Context: an optimization exercise on an open-source flow, tuned for small area, a short achievable clock period and few clock cycles per item. The choices shown serve that exercise and are no tape-out recipe.
Function was checked by simulation only, so behaviour that the tests miss may differ from the original.
Power is estimated from default activity; no workload was simulated.

==> exp/nickel: inputs <==
// rbm_recon
module rbm_recon (
    input  wire          clk,
    input  wire          reset_n,
    input  wire          start,
    input  wire  [15:0]  hidden,
    input  wire          param_we,
    input  wire  [16:0]  param,
    output logic         busy,
    output logic         done,
    output logic [15:0]  visible
);
    logic [2047:0] ring_q;
    logic [63:0]   gate;
    logic [127:0]  bias_q;
    logic          v1;
    logic          v2;
    logic          v3;
    logic [15:0]   sample;
    rbm_sequencer u_sequencer (
        .clk      (clk),
        .reset_n  (reset_n),
        .start    (start),
        .hidden   (hidden),
        .param_we (param_we),
        .param    (param),
        .busy     (busy),
        .ring_q   (ring_q),
        .gate     (gate),
        .bias_q   (bias_q),
        .v1       (v1),
        .v2       (v2),
        .v3       (v3)
    );
    for (genvar k = 0; k < 16; k++) begin : g_unit
        logic [127:0] wring;
        for (genvar s = 0; s < 16; s++) begin : g_s
            assign wring[8*s +: 8] = ring_q[128*s + 8*k +: 8];
        end
        visible_unit #(
            .UNIT_INDEX (k)
        ) u_unit (
            .clk     (clk),
            .reset_n (reset_n),
            .wring   (wring),
            .gate    (gate[16*(k/4) +: 16]),
            .bias    (bias_q[8*k +: 8]),
            .v1      (v1),
            .sample  (sample[k])
        );
    end
    sample_collector u_collector (
        .clk     (clk),
        .reset_n (reset_n),
        .sample  (sample),
        .v2      (v3),
        .visible (visible),
        .done    (done)
    );
endmodule
==> flow/config.mk <==
export PLATFORM = sky130hd
export DESIGN_NAME = rbm_recon
export DESIGN_NICKNAME = rbm_recon
export VERILOG_FILES = /design/flow/design.v
export SDC_FILE = /design/flow/constraint.sdc
export NUM_CORES = 4
export LEC_CHECK = 0
export ABC_CLOCK_PERIOD_IN_PS = 2700
export CAP_MARGIN = 20
export CORE_MARGIN = 2
export CORE_UTILIZATION = 65
export CTS_CLUSTER_DIAMETER = 100
export CTS_CLUSTER_SIZE = 26
export SETUP_SLACK_MARGIN = 4.25
export SLEW_MARGIN = 20
==> flow/constraint.sdc <==
create_clock -name core_clock -period 7.0 [get_ports {clk}]
set_input_delay 1.4000 -clock core_clock [delete_from_list [all_inputs] [get_ports {clk}]]
set_output_delay 1.4000 -clock core_clock [all_outputs]
set_load 0.01 [all_outputs]
standard.sh (not shown) runs the stock make flow with config.mk's settings and CLKGATE_MAP_FILE= SYNTH_SCRIPT=/design/flow/synth_recipe.tcl, a recipe that flattens the netlist after the stock synthesis.
==> flow/flow/run.sh <==
#!/bin/bash
# The standard layout, with one netlist pass between synthesis and
# floorplan: flow/fapol_opt.py re-chooses the polarity of each full adder
# (a full adder is self-dual) and of and2/nand2-type gates so that fewer
# inverters are needed. Registers, ports and all other cells are unchanged.
set -euo pipefail
R=orfs/results/sky130hd/rbm_recon/base
bash standard.sh synth > synth.log 2>&1
cp "$R/1_2_yosys.v" "$R/1_2_yosys_std.v"
python3 flow/fapol_opt.py "$R/1_2_yosys_std.v" "$R/1_2_yosys.v" > fapol.log 2>&1
rm -f "$R/1_synth.odb" "$R/1_synth.sdc"
bash standard.sh finish > layout.log 2>&1
Other scripts of this flow, unchanged in this note and not shown: flow/flow/fapol_opt.py
==> exp/xenon: changes against exp/nickel <==
ABC_CLOCK_PERIOD_IN_PS = 4000   (was 2700)
CORE_UTILIZATION = 55   (was 65)
SETUP_SLACK_MARGIN = 4.17   (was 4.25)
==> exp/ember: changes against exp/nickel <==
CORE_UTILIZATION = 55   (was 65)
==> qor.txt <==
Status: no timing/DRC/antenna violations
Total GRT Usage: 25.84%
Total clock network power: 11.4 mW
Multi-input logic area: 65770 um^2
Placed Area: 152500 um^2
Signal buffers: 240
the above is filed under exp/xenon

==> qor.txt <==
Multi-input logic area: 65810 um^2
Total grt overflow: 0
Total GRT Usage: 26.00%
Status: no timing/DRC/antenna violations
Signal buffers: 246
Placed Area: 152500 um^2
Total clock network power: 11.5 mW
Startpoint Class: flip-flop
the above is filed under exp/ember

==> qor.txt <==
Status: no timing/DRC/antenna violations
Num Clock Sinks: 3755
Total GRT Usage: 29.54%
Placed Area: 151900 um^2
Multi-input logic area: 65880 um^2
Total clock network power: 11.2 mW
the above is filed under exp/nickel

Testbench counts of exp/nickel, summed over its fixed seeds: cycles 1,072, items 1,024.
Testbench counts of exp/xenon, summed over its fixed seeds: cycles 1,072, items 1,024.
Testbench counts of exp/ember, summed over its fixed seeds: cycles 1,072, items 1,024.

[static timing again, ports no longer ideal]
The results above use ideal ports. As a check the final layouts listed here were re-extracted and re-timed, cells and wires unchanged. Step 1, drivers: a clkbuf_16 drives clk and a buf_2 each remaining input, both assumed. Step 2, shift: input delay + t, output delay - t, t = (earliest + latest rising clock arrival at the registers) / 2. This alone moves slack from input paths to output paths. a / b / c = ideal / step 1 / step 2; a / b = the first two.
run	shift t [ns]	slack for setup (ns)	latest minus earliest clock arrival (ns)
exp/nickel	0.927	4.127 / 4.040 / 3.364	0.032 / 0.032
exp/xenon	0.943	4.128 / 4.032 / 3.520	0.043 / 0.043
exp/ember	0.940	4.131 / 4.036 / 3.530	0.046 / 0.046
After both steps setup and hold are still met in every run listed. The setup slack of exp/nickel, which loses most, moves by -0.087 ns with the drivers and by -0.763 ns with both steps.
